This design comes from an exercise in tuning for small area and a short achievable clock period on the open sky130 flow, not from production work. In this exercise RTL edits were held to simulation tests only and were not proved equivalent to the original. Power is estimated from default activity; no workload was simulated.

run 1:
Design vga_display_top, start of the top module:
module vga_display_top #(
  parameter int H_ACTIVE   = 640,
  parameter int H_FP       = 16,
  parameter int H_SYNC     = 96,
  parameter int H_BP       = 48,
  parameter int V_ACTIVE   = 480,
  parameter int V_FP       = 10,
  parameter int V_SYNC     = 2,
  parameter int V_BP       = 33,
  parameter int RAM_DELAY  = 2,
  parameter int FIFO_DEPTH = 16
) (
  input  logic        cr_intf,
  input  logic        reset,
  input  logic        enable,
  input  logic        push,
  input  logic [7:0]  push_data,
  output logic        full,
  input  logic        pal_we,
  input  logic [7:0]  pal_waddr,
  input  logic [11:0] pal_wdata,
  output logic [3:0]  red,
  output logic [3:0]  green,
  output logic [3:0]  blue,
  output logic        hsync_n,
  output logic        vsync_n
);
Size: ~3500 flip-flops, roughly 120000 sq um of cells after synthesis.
==> flow/config.mk <==
export PLATFORM = sky130hd
export DESIGN_NAME = vga_display_top
export DESIGN_NICKNAME = vga_display_top
export VERILOG_FILES = /design/flow/design.v
export SDC_FILE = /design/flow/constraint.sdc
export NUM_CORES = 4
export LEC_CHECK = 0
export CAP_MARGIN = 20
export CORE_MARGIN = 2
export CORE_UTILIZATION = 50
export CTS_BUF_LIST = sky130_fd_sc_hd__clkbuf_16
export CTS_CLUSTER_DIAMETER = 60
export CTS_CLUSTER_SIZE = 16
export PLACE_DENSITY = 0.65
export SETUP_SLACK_MARGIN = 2.2
export SLEW_MARGIN = 20
export TNS_END_PERCENT = 100
==> flow/constraint.sdc <==
create_clock -name core_clock -period 4.4 [get_ports {cr_intf}]
set_input_delay 0.8800 -clock core_clock [delete_from_list [all_inputs] [get_ports {cr_intf}]]
set_output_delay 0.8800 -clock core_clock [all_outputs]
set_load 0.01 [all_outputs]
standard.sh (not shown) runs the stock make flow with config.mk's settings and CLKGATE_MAP_FILE= SYNTH_SCRIPT=/design/flow/synth_recipe.tcl, a recipe that flattens the netlist after the stock synthesis.
==> flow/flow/run.sh <==
#!/bin/bash
# The standard layout (the standard.sh, unchanged synthesis), with two repair settings
# changed: resizing may pick any drive strength (not only the same footprint), and the port
# buffers are plain buf_4 cells instead of delay cells. make's output goes to make.log.
set -euo pipefail
bash standard.sh MATCH_CELL_FOOTPRINT=0 "BUFFER_PORTS_ARGS=-buffer_cell sky130_fd_sc_hd__buf_4" finish > make.log 2>&1
Input changes introduced in run 2 (baseline for comparison: run 1):
- TNS_END_PERCENT changed from 100 to 20
- SETUP_SLACK_MARGIN changed from 2.2 to 2.1
==> flow/run.sh (new file) <==
#!/bin/bash
# synth_recipe.tcl (not shown) runs the flow's synth.tcl, then flattens the netlist and writes it again
# the make line also repeats each setting of config.mk as NAME=value (left out here)
make -C /OpenROAD-flow-scripts/flow DESIGN_CONFIG=/design/flow/config.mk WORK_HOME=/design/flow/orfs CLKGATE_MAP_FILE= SYNTH_SCRIPT=/design/flow/synth_recipe.tcl finish
removed: flow/flow/run.sh
removed: flow/standard.sh
The ratio of final minimum period to clock period in run 2 sits 3.3 points above the value recorded for run 1.
The arithmetic-cell share of the synthesized area counting full adders, half adders and majority gates of run 2 and that of run 1 are within noise of each other.
Against run 1, run 2 comes in 5.8% lower on buffer count excluding the clock tree in the final layout.
NOTE first-iteration DRC count run 1->run 2 increased by a few percent
Total met2 wirelength after detailed routing (run 2 vs. run 1) decreases slightly
Comparing the two runs side by side, run 2 comes out behind run 1 on final critical-path required period.
Reported for run 1 and run 2, async set-reset flop share out of synthesis turned out identical to the last digit.
Taking run 1 as the reference, in run 2 total power flat, mean routed wirelength per cell down about 0.9%, die area flat, peak fanout along the critical path up 1.
Input-level comparison between run 3 and run 2:
- swapping 16 for 20 in CTS_CLUSTER_SIZE
- swapping 60 for 80 in CTS_CLUSTER_DIAMETER
- swapping 2.1 for 2.2 in SETUP_SLACK_MARGIN
==> flow/flow/run.sh (new file) <==
#!/bin/bash
# The standard layout (the standard.sh, unchanged synthesis), with two repair settings
# changed: resizing may pick any drive strength (not only the same footprint), and the port
# buffers are plain buf_4 cells instead of delay cells. make's output goes to make.log.
set -euo pipefail
bash standard.sh MATCH_CELL_FOOTPRINT=0 "BUFFER_PORTS_ARGS=-buffer_cell sky130_fd_sc_hd__buf_4" finish > make.log 2>&1
==> flow/standard.sh (new file) <==
#!/bin/bash
# synth_recipe.tcl (not shown) runs the flow's synth.tcl, then flattens the netlist and writes it again
# the make line also repeats each setting of config.mk as NAME=value (left out here)
make -C /OpenROAD-flow-scripts/flow DESIGN_CONFIG=/design/flow/config.mk WORK_HOME=/design/flow/orfs CLKGATE_MAP_FILE= SYNTH_SCRIPT=/design/flow/synth_recipe.tcl "${@:-finish}"
removed: flow/run.sh
Findings:
Run 3 was carried through to the last stage, and its layout satisfied the timing, DRC and antenna checks.
Looking at launch point of the worst path, the i_palette_lookup.wlo_r[10] result is from run 3; the i_palette_lookup.wlo_r[12] one comes from run 2.
On detailed-route wire length on metal 1, run 2 tracks run 3 almost exactly.
Taking run 2 as the reference, in run 3 proportion of power drawn by the clock network shows a reduction of 2.7 points; clock buffer count decreased 43; part of the Yosys area used for sequential elements neither gained nor lost much; antenna diode count rose by 21.
Source-to-sink clock delay at the later pin of the worst-skew pair, run 3 and run 2: smaller value in run 3
Compared with run 2, placement density in the core of run 3 is lower.
diff inputs: run 3 => run 4
- changing TNS_END_PERCENT from 20 to 100
- changing CTS_CLUSTER_SIZE from 20 to 16
- changing CTS_CLUSTER_DIAMETER from 80 to 60
- changing SETUP_SLACK_MARGIN from 2.2 to 2.1
==> flow/run.sh (new file) <==
#!/bin/bash
# synth_recipe.tcl (not shown) runs the flow's synth.tcl, then flattens the netlist and writes it again
# the make line also repeats each setting of config.mk as NAME=value (left out here)
make -C /OpenROAD-flow-scripts/flow DESIGN_CONFIG=/design/flow/config.mk WORK_HOME=/design/flow/orfs CLKGATE_MAP_FILE= SYNTH_SCRIPT=/design/flow/synth_recipe.tcl finish
removed: flow/flow/run.sh
removed: flow/standard.sh
## What came out
In run 4, the maximum VDD drop came out 0.000015 V above the value in run 3. Clock power share came out higher on run 4 than on run 3. Run 3 has a higher final critical-path share of the clock period than run 4. Between run 4 and run 3, it is run 4 whose wire length after detailed routing is higher, by about 0.4%.

static timing again, ports no longer ideal:
In the flow no input, the clock included, has a driving cell. The finished layouts below were timed again as built, in two steps. Step 1 (the two cells are an assumption about what drives the block):
set clk [get_ports {cr_intf}]
set_driving_cell -lib_cell sky130_fd_sc_hd__clkbuf_16 $clk
set_driving_cell -lib_cell sky130_fd_sc_hd__buf_2 [delete_from_list [all_inputs] $clk]
Step 2 times the ports against the registers' clock, not the clock port: input delays grow and output delays shrink by t, the midpoint of the rising clock arrivals with the driver on. Three values: ideal, step 1, step 2; two values: the first two.
| run | t (ns) | setup slack, ns | latest minus earliest clock arrival (ns) |
|---|---|---|---|
| run 1 | 0.978 | 1.999 / 1.999 / 1.751 | 0.068 / 0.069 |
| run 2 | 1.000 | 1.855 / 1.855 / 1.260 | 0.078 / 0.077 |
| run 3 | 0.966 | 1.936 / 1.936 / 1.742 | 0.053 / 0.053 |
| run 4 | 0.996 | 1.963 / 1.963 / 1.449 | 0.061 / 0.061 |
After both steps setup and hold are still met in every run listed. The setup slack of run 2, which loses most, moves by 0.000 ns with the drivers and by -0.595 ns with both steps.
